Background: an optimization exercise with open tools, aiming at small area. Do not read the settings as production practice. Function was checked by simulation only, so behaviour that the tests miss may differ from the original. Power and IR drop assume default switching activity.

**flow/abc_area.script**
```
strash
dch
amap
topo
```
**standard.sh**
```bash
#!/bin/bash
# synth_recipe.tcl (not shown) runs the flow's synth.tcl, then flattens the netlist and writes it again
# the make line also repeats each setting of config.mk as NAME=value (left out here)
make -C /OpenROAD-flow-scripts/flow DESIGN_CONFIG=/design/flow/config.mk WORK_HOME=/design/flow/orfs CLKGATE_MAP_FILE= SYNTH_SCRIPT=/design/flow/synth_recipe.tcl "${@:-finish}"
```
**constraint.sdc**
```tcl
create_clock -name core_clock -period 6.0 [get_ports {clk}]
set_input_delay 1.2000 -clock core_clock [delete_from_list [all_inputs] [get_ports {clk}]]
set_output_delay 1.2000 -clock core_clock [all_outputs]
set_load 0.01 [all_outputs]
```
**flow/remap.ys**
```
# Re-map the combinational logic of the standard synthesis netlist for area. The registers
# (and tie cells) stay the very same instances; only the logic between them is re-mapped.
read_liberty -ignore_miss_func @LIB@
read_verilog @IN@
hierarchy -top @TOP@
setattr -mod -set keep_hierarchy 1 sky130_fd_sc_hd__df* sky130_fd_sc_hd__edf* sky130_fd_sc_hd__sdf* sky130_fd_sc_hd__dl* sky130_fd_sc_hd__conb_1
flatten -wb
opt_clean -purge
delete t:$scopeinfo
stat
abc -liberty @LIB@ @DONTUSE@ -script @SCRIPT@
opt_clean -purge
stat -liberty @LIB@
select @TOP@
write_verilog -selected -noattr -noexpr -nohex -nodec @OUT@
```
**design.v**
```verilog
package led_scan_pkg;
    localparam int N_ROWS = 16;
    localparam int N_COLS = 16;
    typedef logic [N_ROWS-1:0][N_COLS-1:0] pixel_frame_t;
    typedef enum logic {
        S_BLANK = 1'b0,
        S_DRIVE = 1'b1
    } scan_state_e;
    function automatic int unsigned max_u(input int unsigned a, input int unsigned b);
        max_u = (a > b) ? a : b;
    endfunction
endpackage
import led_scan_pkg::*;
module led_frame_buffer
(
    input  logic              clk,
    input  logic              RST,
    input  logic [led_scan_pkg::N_ROWS-1:0][led_scan_pkg::N_COLS-1:0] red_i,
    input  logic [led_scan_pkg::N_ROWS-1:0][led_scan_pkg::N_COLS-1:0] grn_i,
    input  logic              valid_i,
    output logic              ready_o,
    input  logic              swap_i,
    input  logic [3:0]        row_idx_i,
    output logic              shown_o,
    output logic [led_scan_pkg::N_COLS-1:0] red_row_o,
    output logic [led_scan_pkg::N_COLS-1:0] grn_row_o
);
    localparam int NR = led_scan_pkg::N_ROWS;
    localparam int NC = led_scan_pkg::N_COLS;
    logic [NR-1:0][NC-1:0] staging_red_q;
    logic [NR-1:0][NC-1:0] staging_grn_q;
    logic [NR-1:0][NC-1:0] shadow_red_q;
    logic [NR-1:0][NC-1:0] shadow_grn_q;
    logic [NC-1:0] row_red_q;
    logic [NC-1:0] row_grn_q;
    logic [3:0]   staging_tap_q;
    logic [3:0]   shadow_tap_q;
    logic         pending_q;
    logic         shown_q;
    logic         fill_q;
    logic         even_inv_q;
    logic         odd_inv_q;
    logic         staging_inv;
    logic         capture;
    logic         load;
    logic         fill;
    assign capture     = !RST && valid_i && !pending_q;
    assign load        = swap_i && pending_q;
    assign fill        = load || fill_q;
    assign staging_inv = !staging_tap_q[0];
    always_ff @(posedge clk) begin
        if (RST) begin
            pending_q <= 1'b0;
            shown_q   <= 1'b0;
        end else if (capture) begin
            pending_q <= 1'b1;
        end else if (load) begin
            pending_q <= 1'b0;
            shown_q   <= 1'b1;
        end
    end
    always_ff @(posedge clk) begin
        if (capture) begin
            staging_red_q <= ~red_i;
            staging_grn_q <= ~grn_i;
        end else begin
            staging_red_q <= ~{staging_red_q[0], staging_red_q[NR-1:1]};
            staging_grn_q <= ~{staging_grn_q[0], staging_grn_q[NR-1:1]};
        end
    end
    always_ff @(posedge clk) begin
        for (int r = 0; r < NR; r += 2) begin
            if (fill) begin
                shadow_red_q[r] <= ~staging_red_q[r];
                shadow_grn_q[r] <= ~staging_grn_q[r];
            end else begin
                shadow_red_q[r] <= ~shadow_red_q[r+1];
                shadow_grn_q[r] <= ~shadow_grn_q[r+1];
            end
        end
        for (int r = 1; r < NR; r += 2) begin
            shadow_red_q[r] <= shadow_red_q[(r+1) % NR];
            shadow_grn_q[r] <= shadow_grn_q[(r+1) % NR];
        end
    end
    always_ff @(posedge clk) begin
        fill_q     <= load;
        even_inv_q <= fill ? !staging_inv : !odd_inv_q;
        odd_inv_q  <= even_inv_q;
    end
    always_ff @(posedge clk) begin
        if (capture) staging_tap_q <= 4'd0;
        else         staging_tap_q <= staging_tap_q + 4'd1;
        if (load)    shadow_tap_q  <= staging_tap_q;
        else         shadow_tap_q  <= shadow_tap_q + 4'd1;
    end
    logic tap_at_0;
    logic tap_at_2;
    assign tap_at_0 = shadow_tap_q == row_idx_i;
    assign tap_at_2 = shadow_tap_q + 4'd2 == row_idx_i;
    always_ff @(posedge clk) begin
        if (!even_inv_q && (tap_at_0 || tap_at_2)) begin
            row_red_q <= ~(tap_at_2 ? shadow_red_q[2] : shadow_red_q[0]);
            row_grn_q <= ~(tap_at_2 ? shadow_grn_q[2] : shadow_grn_q[0]);
        end
    end
    assign ready_o   = !pending_q;
    assign shown_o   = shown_q;
    assign red_row_o = ~row_red_q;
    assign grn_row_o = ~row_grn_q;
endmodule
import led_scan_pkg::*;
module led_matrix_scanner
#(
    parameter int unsigned DWELL_CYCLES = 2048,
    parameter int unsigned BLANK_CYCLES = 16
) (
    input  logic                 clk,
    input  logic                 RST,
    input  logic                 enable,
    input  logic [led_scan_pkg::N_ROWS*led_scan_pkg::N_COLS-1:0] RedPixels,
    input  logic [led_scan_pkg::N_ROWS*led_scan_pkg::N_COLS-1:0] GrnPixels,
    input  logic                 frame_valid,
    output logic                 frame_ready,
    output logic [led_scan_pkg::N_ROWS-1:0] row_sel,
    output logic [3:0]           row_idx,
    output logic [led_scan_pkg::N_COLS-1:0] red_col,
    output logic [led_scan_pkg::N_COLS-1:0] grn_col,
    output logic                 frame_start
);
    localparam int unsigned SLOT  = BLANK_CYCLES + DWELL_CYCLES;
    localparam int unsigned POS_W = $clog2(SLOT);
    localparam logic [POS_W-1:0] POS_LAST  = POS_W'(SLOT - 1);
    localparam logic [POS_W-1:0] POS_DRIVE = POS_W'(BLANK_CYCLES);
    logic [POS_W-1:0]   pos_q;
    logic [3:0]         row_q;
    logic               driving;
    logic               slot_done;
    logic               swap;
    logic [N_COLS-1:0]  red_row;
    logic [N_COLS-1:0]  grn_row;
    logic               shown;
    assign slot_done = (pos_q & POS_LAST) == POS_LAST;
    assign driving   = pos_q >= POS_DRIVE;
    assign swap      = enable && slot_done && (row_q == 4'd15);
    always_ff @(posedge clk) begin
        if (RST) begin
            pos_q <= '0;
            row_q <= '0;
        end else if (!enable) begin
            pos_q <= '0;
        end else if (slot_done) begin
            pos_q <= '0;
            row_q <= row_q + 4'd1;
        end else begin
            pos_q <= pos_q + POS_W'(1);
        end
    end
    led_frame_buffer u_frame_buffer (
        .clk       (clk),
        .RST       (RST),
        .red_i     (RedPixels),
        .grn_i     (GrnPixels),
        .valid_i   (frame_valid),
        .ready_o   (frame_ready),
        .swap_i    (swap),
        .row_idx_i (row_q),
        .shown_o   (shown),
        .red_row_o (red_row),
        .grn_row_o (grn_row)
    );
    always_comb begin
        row_sel     = '0;
        red_col     = '0;
        grn_col     = '0;
        frame_start = 1'b0;
        if (driving) begin
            row_sel     = N_ROWS'(1) << row_q;
            red_col     = shown ? red_row : '0;
            grn_col     = shown ? grn_row : '0;
            frame_start = (pos_q == POS_DRIVE) && (row_q == 4'd0);
        end
    end
    assign row_idx = row_q;
endmodule
```
**config.mk**
```make
export PLATFORM = sky130hd
export DESIGN_NAME = led_matrix_scanner
export DESIGN_NICKNAME = led_matrix_scanner
export VERILOG_FILES = /design/flow/design.v
export SDC_FILE = /design/flow/constraint.sdc
export NUM_CORES = 4
export LEC_CHECK = 0
export CAP_MARGIN = 20
export CORE_MARGIN = 2
export CORE_UTILIZATION = 70
export SLEW_MARGIN = 20
```
**flow/run.sh**
```bash
#!/bin/bash
# Own layout flow: the standard synthesis, then an area re-map of the combinational logic
# (registers untouched), then the standard layout with port buffers of the smallest buffer.
set -euo pipefail
W=$PWD
F=$W/flow
R=$W/orfs/results/$FLOW_PLATFORM/led_matrix_scanner/base
LIB=$FLOW_HOME/platforms/$FLOW_PLATFORM/lib/sky130_fd_sc_hd__tt_025C_1v80.lib
YOSYS=$FLOW_HOME/../tools/install/yosys/bin/yosys

bash standard.sh synth > $W/log_synth.txt 2>&1

cp $R/1_2_yosys.v $W/std_1_2_yosys.v
DU=""
for c in $(sed -n '/DONT_USE_CELLS/,/^$/p' $FLOW_HOME/platforms/$FLOW_PLATFORM/config.mk | tr -d '\\' | grep -o 'sky130_fd_sc_hd__[A-Za-z0-9_]*'); do
  DU="$DU -dont_use $c"
done
sed -e "s#@LIB@#$LIB#g" -e "s#@IN@#$W/std_1_2_yosys.v#" -e "s#@OUT@#$W/remap.v#" \
    -e "s#@TOP@#$FLOW_TOP#g" -e "s#@DONTUSE@#$DU#" -e "s#@SCRIPT@#$F/abc_area.script#" \
    $F/remap.ys > $W/remap.ys
$YOSYS -s $W/remap.ys > $W/log_remap.txt 2>&1
cp $W/remap.v $R/1_2_yosys.v
rm -f $R/1_synth.odb $R/1_synth.sdc

CTS="-sink_clustering_enable -repair_clock_nets -dont_use_dummy_load -buf_list sky130_fd_sc_hd__clkbuf_8 -sink_clustering_size 20 -sink_clustering_max_diameter 50"
bash standard.sh "BUFFER_PORTS_ARGS=-buffer_cell sky130_fd_sc_hd__buf_1" "CTS_ARGS=$CTS" finish > $W/log_layout.txt 2>&1
```
==> run notes, run 1 <==
clk slew on worst S/H paths 110 ps; crit share post-route 0.669; Min Hold Slack 293 ps; sequential cell area 22000 um^2; PortBufs 569; Startpoint Class flip-flop; WS Path Type flip-flop to flip-flop; Hold WC Path Type flip-flop to flip-flop; PD cells 376 nW/um^2; Int Pwr 9.29 mW; hpwl dp 45.5 mm; final WL 68.5 mm; crit path DAT 4300 ps; synthesized area per cell 13.5 um^2; Max Fclk 249 MHz; Remaining Overflow, GRT 0; Max Slew Vio Count 0; unrepaired setup endpoints after global routing false; WL per Instance 21.0 um; Worst path slowest cell inv_2; hold worst-path end u_frame_buffer.shadow_grn_q[87]$_DFF_P_; CP bufs+invs 4; CTS tree built; Starting Density 0.705; hold_sp u_frame_buffer.shadow_grn_q[103]$_DFF_P_; Max Buffers Root-to-Sink 3; GRT Util Overall 0.321; final setup fails 0; Core Region 39500 um^2; die width 203 um; Worst Hold Path Cells 0; Final Hold Fails 0; largest net degree at the start of global routing 258; Critical Path RT 6290 ps; Crit path depth 10; post-CTS setup buffer count 0; antenna-violating nets left 0; fraction of layout cells with a size suffix above 1 0.0340; Vias/cell 6.00; Sw Share 0.224; Syn Nets 2571; Placed Area 30900 um^2; clock sink total 1085; num ports 570; post-layout worst setup margin 1980 ps; Hold Buf Count CTS 0; worst reg2reg endpoint u_frame_buffer.row_grn_q[13]$_DFFE_PP_; die height 203 um; minimum clock period 4020 ps; nets@finish 3223; Critical Path End Type flip-flop; worst slack, placed 1890 ps; CP Cell Sequence clkinv_1, o21ai_0, nor2_1, a2111oi_0, o211ai_1, buf_4, inv_2, nor2_1, nor2_4, buf_4; Worst Tran Pin Value 1100 ps; Leak Pwr 12.0 nW; Peak VDD IR 0.000331 V; NetSw 2.69 mW; Area Growth Syn to Fin 14.6%; synthesized cell area 27800 um^2; Worst-Skew Late Latency 650 ps; DIE AREA 41400 um^2; Via Count 19500; Root Buffer clkbuf_8; Clock Power Share 0.251; max-cap violations 0; first-pass GRT wire length 103 mm; Cell Rows 73; initial antenna violation count 24; status complete, no violations; Syn. warnings 2; area of the multi-input gates 5760 um^2; sequential share of power 0.688; largest stage delay on the critical path 600 ps; CTS resizes 0; Starting DRT DRC Count 1627; worst rel slew slack 0.265; RePlAce Congestion 0.908; vias in the first global route 18900; Worst Reg-to-Reg Cells 10; total CTS buffers 66; R2R setup slack 1980 ps; critical path's top delay family buffers and inverters; DRC violation count after routing 0; fin area 31900 um^2; synthesized instance count 2055; worst flop-to-flop path startpoint row_q[3]$_SDFFE_PP0P_; worst clock skew 46.8 ps; H-tree Lvls 3; Fill cells 2453; First-pass DRT Iterations 5; CP max FO 33; Comb power frac 0.061
area by class of cell:
type                            count  share of cell area
Inverter                           25             0.00357
Sequential cell                  1085               0.691
Timing Repair Buffer              584              0.0735
Clock buffer                       66              0.0285
Tap cell                          525              0.0206
Antenna cell                       25             0.00196
Multi-Input combinational cell    945               0.181
worst reg2reg max path, delay by kind of cell, from the launching register on:
kind	cells	cell delay, ps
buf+inv	4	1600
compound gates	3	880
simple gates	3	700
flops	1	490
metrics by stage:
stage	instances	utilization	power, mW	setup TNS (ps)
2_1_floorplan	2055	-	8.75	-5158430
3_3_place_gp	3163	0.783	9.05	0
3_5_place_dp	3163	0.783	9.12	0
4_1_cts	3229	0.806	12.0	0
5_1_grt	3249	0.808	12.4	0
6_report	3255	0.808	12.0	0
registers in the layout, indices dropped and copies added, names as in the netlist:
register and cells:
u_frame_buffer.staging_grn_q 256, u_frame_buffer.fill_q 1, u_frame_buffer.staging_tap_q 4, pos_q 12, u_frame_buffer.row_red_q 16, u_frame_buffer.staging_red_q 256, u_frame_buffer.shadow_tap_q 4, row_q 4
u_frame_buffer.shadow_grn_q 256, u_frame_buffer.shadow_red_q 256, u_frame_buffer.row_grn_q 16, u_frame_buffer.shown_q 1, u_frame_buffer.odd_inv_q 1, u_frame_buffer.pending_q 1, u_frame_buffer.even_inv_q 1
placed cells by master (no fill, tap or decap), types with 3 or more instances in the layout:
| cell | count |
|---|---|
| a211oi_1 | 6 |
| buf_1 | 569 |
| buf_12 | 6 |
| buf_4 | 8 |
| clkbuf_8 | 66 |
| clkinv_1 | 21 |
| dfxtp_1 | 1053 |
| diode_2 | 25 |
| edfxtp_1 | 32 |
| nand2_1 | 14 |
| nand3_1 | 4 |
| nand4_1 | 3 |
| nor2_1 | 70 |
| nor3_1 | 11 |
| o21ai_0 | 6 |
| o22ai_1 | 807 |
| or3_1 | 4 |
power groups by stage:
stage,registers [mW],clock network (mW),logic [mW]
6_report,8.24,3.01,0.735
5_1_grt,8.30,3.30,0.804
4_1_cts,8.23,3.04,0.727
3_5_place_dp,8.39,0,0.723
3_3_place_gp,8.37,0,0.678
2_1_floorplan,8.24,0,0.505
worst max-delay path by stage:
stage / slack, ps / start / end
4_1_cts: 2040 / row_q[3]$_SDFFE_PP0P_ / u_frame_buffer.row_grn_q[13]$_DFFE_PP_
3_5_place_dp: 1890 / RST / u_frame_buffer.staging_grn_q[171]$_DFF_P_
6_report: 1980 / row_q[3]$_SDFFE_PP0P_ / u_frame_buffer.row_grn_q[13]$_DFFE_PP_
5_1_grt: 1670 / row_q[3]$_SDFFE_PP0P_ / u_frame_buffer.row_grn_q[13]$_DFFE_PP_
2_1_floorplan: -8010 / frame_valid / u_frame_buffer.staging_tap_q[3]$_SDFF_PP0_
3_3_place_gp: 2040 / RST / u_frame_buffer.staging_grn_q[107]$_DFF_P_
routing by layer:
metal | wire length, um | track usage | vias to the layer above
met1 | 28200 | 0.419 | 9364
met3 | 4870 | 0.0709 | 153
li1 | - | - | 9297
met5 | 46 | 0 | -
met2 | 32400 | 0.512 | 711
met4 | 2930 | 0.155 | 6
==> inputs of run 2 (changes only) <==
--- a/flow/run.sh
+++ b/flow/run.sh
@@ -1,6 +1,16 @@
 #!/bin/bash
-# Own layout flow: the standard synthesis, then an area re-map of the combinational logic
-# (registers untouched), then the standard layout with port buffers of the smallest buffer.
+# Own layout flow:
+#  1. the standard synthesis, unchanged (standard.sh synth);
+#  2. an area re-map of its combinational logic with Yosys/ABC (remap.ys, abc_area.script):
+#     every register (and tie cell) stays the same instance with the same name and cell type,
+#     only the logic between them is mapped again, for area (ABC amap);
+#  3. the standard layout (standard.sh finish) on that netlist, with two changes:
+#     - every input and output port still gets a buffer, but of the smallest buffer cell
+#       (buf_1) instead of the one buffer_ports picks by default;
+#     - clock tree: clkbuf_8 only, sink clusters of at most 18 registers within 50 um, and no
+#       dummy loads; the clock still reaches every register through buffers.
+# Each tool's full output goes to a log of its own here: log_synth.txt, log_remap.txt,
+# log_layout.txt (and ORFS's own logs under orfs/logs).
 set -euo pipefail
 W=$PWD
 F=$W/flow
@@ -22,5 +32,5 @@
 cp $W/remap.v $R/1_2_yosys.v
 rm -f $R/1_synth.odb $R/1_synth.sdc
 
-CTS="-sink_clustering_enable -repair_clock_nets -dont_use_dummy_load -buf_list sky130_fd_sc_hd__clkbuf_8 -sink_clustering_size 20 -sink_clustering_max_diameter 50"
+CTS="-sink_clustering_enable -repair_clock_nets -dont_use_dummy_load -buf_list sky130_fd_sc_hd__clkbuf_8 -sink_clustering_size 18 -sink_clustering_max_diameter 50"
 bash standard.sh "BUFFER_PORTS_ARGS=-buffer_cell sky130_fd_sc_hd__buf_1" "CTS_ARGS=$CTS" finish > $W/log_layout.txt 2>&1
==> run 2 against run 1 <==
  * Clock skew increased by 19 ps
  * Sequential power about the same
  * Clock power is 3% higher
  * Utilization up 0.21 points
  * Power increased by 0.77%
  * Critical endpoint unchanged
==> run notes, run 2 <==
Hold Buf Count CTS 0 (unchanged); CP startpoint row_q[3]$_SDFFE_PP0P_; final WL 68.7 mm (+0.40%); CP Cell Sequence clkinv_1, o21ai_0, nor2_1, a2111oi_0, o211ai_1, buf_4, inv_2, nor2_1, nor2_4, buf_4; Max Slew Vio Count 0 (unchanged); met3 Use GR 0.0735 (+0.00256); antenna-violating nets left 0 (unchanged); largest net degree at the start of global routing 258 (unchanged); total CTS buffers 71 (+7.6%); Placed Area 30900 um^2 (unchanged); met2 GRT Util 0.518 (+0.00597); Worst Tran Pin Value 1100 ps (-1.10 ps); Worst-Skew Late Latency 670 ps (+20 ps); post-layout worst setup margin 1990 ps (+4.12 ps); Root Buffer clkbuf_8; Syn. warnings 2 (unchanged); PortBufs 569 (unchanged); fin area 32000 um^2 (+0.26%); Critical Path RT 6290 ps (about the same); fraction of layout cells with a size suffix above 1 0.0358 (+0.00178); WS Path Type flip-flop to flip-flop; Remaining Overflow, GRT 0 (unchanged); first-pass GRT wire length 103 mm (+0.64%); clk slew on worst S/H paths 100 ps (about the same); Core Region 39500 um^2 (unchanged); minimum clock period 4010 ps (-4.12 ps); Cell Rows 73 (unchanged); CTS resizes 0 (unchanged); Fill cells 2448 (-0.20%); CTS tree built; PD cells 378 nW/um^2 (+0.51%); synthesized cell area 27800 um^2 (unchanged); synthesized area per cell 13.5 um^2 (unchanged); max-cap violations 0 (unchanged); Worst path slowest cell inv_2; vias in the first global route 19000 (+0.59%); status complete, no violations; Starting Density 0.705 (unchanged); clock sink total 1085 (unchanged); commonest non-fill, non-tap cell in the layout dfxtp_1; GRT Util Overall 0.322 (+0.00173); nets@finish 3228 (+0.16%); Setup TNS Final 0 ps (unchanged); final setup fails 0 (unchanged); Critical Path End Type flip-flop; initial antenna violation count 26 (+8.3%); dpl cells 3163 (unchanged); worst clock skew 66.2 ps (+19.3 ps); unrepaired setup endpoints after global routing false; hpwl dp 45.5 mm (unchanged); DRC violation count after routing 0 (unchanged); largest stage delay on the critical path 600 ps (about the same); Syn Nets 2571 (unchanged); DIE AREA 41400 um^2 (unchanged); Max Fclk 249 MHz (+0.10%); worst slack, placed 1890 ps (unchanged); WL per Instance 21.1 um (about the same); crit path DAT 4300 ps (about the same); Min Hold Slack 282 ps (-10.1 ps); H-tree Lvls 3 (unchanged); die height 203 um (unchanged); Area Growth Syn to Fin 14.9%; Startpoint Class flip-flop; CP max FO 33 (unchanged); worst flop-to-flop path startpoint row_q[3]$_SDFFE_PP0P_; Peak VDD IR 0.000329 V (-0.54%); Max Buffers Root-to-Sink 3 (unchanged); total power 12.1 mW (+0.77%); Final Hold Fails 0 (unchanged); die width 203 um (unchanged); First-pass DRT Iterations 5 (unchanged); worst rel slew slack 0.266 (+0.000735); non-filler cells, final 3265 (+0.31%); met1 usage 0.417 (-0.00123); Hold WC Path Type flip-flop to flip-flop; crit share post-route 0.669 (-0.000687); Starting DRT DRC Count 1761 (+8.2%); Leak Pwr 12.0 nW (+0.30%); final core area utilization 0.810 (+0.00206); most frequent cells in the layout dfxtp_1, o22ai_1, buf_1, clkbuf_8, nor2_1; Vias/cell 6.00 (about the same); Via Count 19600 (+0.30%); num ports 570 (unchanged); RePlAce Congestion 0.908 (unchanged); post-CTS setup buffer count 0 (unchanged); most used routing layer met2; synthesized instance count 2055 (unchanged); hold_sp u_frame_buffer.shadow_red_q[130]$_DFF_P_
-- run 2: cell type report --
class / count / area, um^2 / area share
sequential: 1085 / 22000 / 0.689
multi-input combinational: 945 / 5760 / 0.180
timing repair buffer: 584 / 2340 / 0.0733
clock buffer: 71 / 977 / 0.0306
tap: 525 / 657 / 0.0205
inverter: 25 / 114 / 0.00356
antenna: 30 / 75.1 / 0.00235
-- run 2: metal layers --
layer	vias up	routed length, um
met5	-	46
met4	6	3070
met3	163	5020
li1	9310	-
met2	733	32600
met1	9377	28000
-- run 2: worst paths after layout --
kind,endpoint,slack [ps],cells after the start
hold reg to reg,u_frame_buffer.shadow_red_q[114]$_DFF_P_,280,0
setup / recovery,u_frame_buffer.row_grn_q[13]$_DFFE_PP_,1990,10
hold / removal,u_frame_buffer.shadow_red_q[114]$_DFF_P_,280,0
setup reg to reg,u_frame_buffer.row_grn_q[13]$_DFFE_PP_,1990,10
-- run 2: worst max-delay path: cells and delay by family, from the launching register on --
| kind | cells | cell delay (ps) |
|---|---|---|
| compound gates | 3 | 890 |
| buf+inv | 4 | 1570 |
| flops | 1 | 490 |
| simple gates | 3 | 680 |
-- run 2: report_power, final --
part	total [mW]	switching, mW	internal (mW)
clock	3.10	2.03	1.07
combinational	0.735	0.335	0.400
sequential	8.24	0.346	7.89
total	12.1	2.71	9.36

==> port drivers added, routing unchanged <==
Ports are ideal in the flow. The routed layouts listed here were re-timed in OpenROAD.
Step 1 sets driving cells, clkbuf_16 on the clock port and buf_2 on the other inputs (assumed; they add their load-dependent delay and slew).
Step 2 times the ports against the registers' clock, not the clock port: input delays grow and output delays shrink by t, the midpoint of the rising clock arrivals with the driver on.
a / b / c = ideal / step 1 / step 2; a / b = the first two.
| run | shift t [ns] | slack for setup (ns) | worst setup path after step 2 | cell pins on the clock port's net |
|---|---|---|---|---|
| run 1 | 0.680 | 1.984 / 1.984 / 1.842 | input to register | 1 |
| run 2 | 0.687 | 1.988 / 1.988 / 1.777 | input to register | 1 |
After both steps setup and hold are still met in every run listed. The setup slack of run 2, which loses most, moves by 0.000 ns with the drivers and by -0.211 ns with both steps.
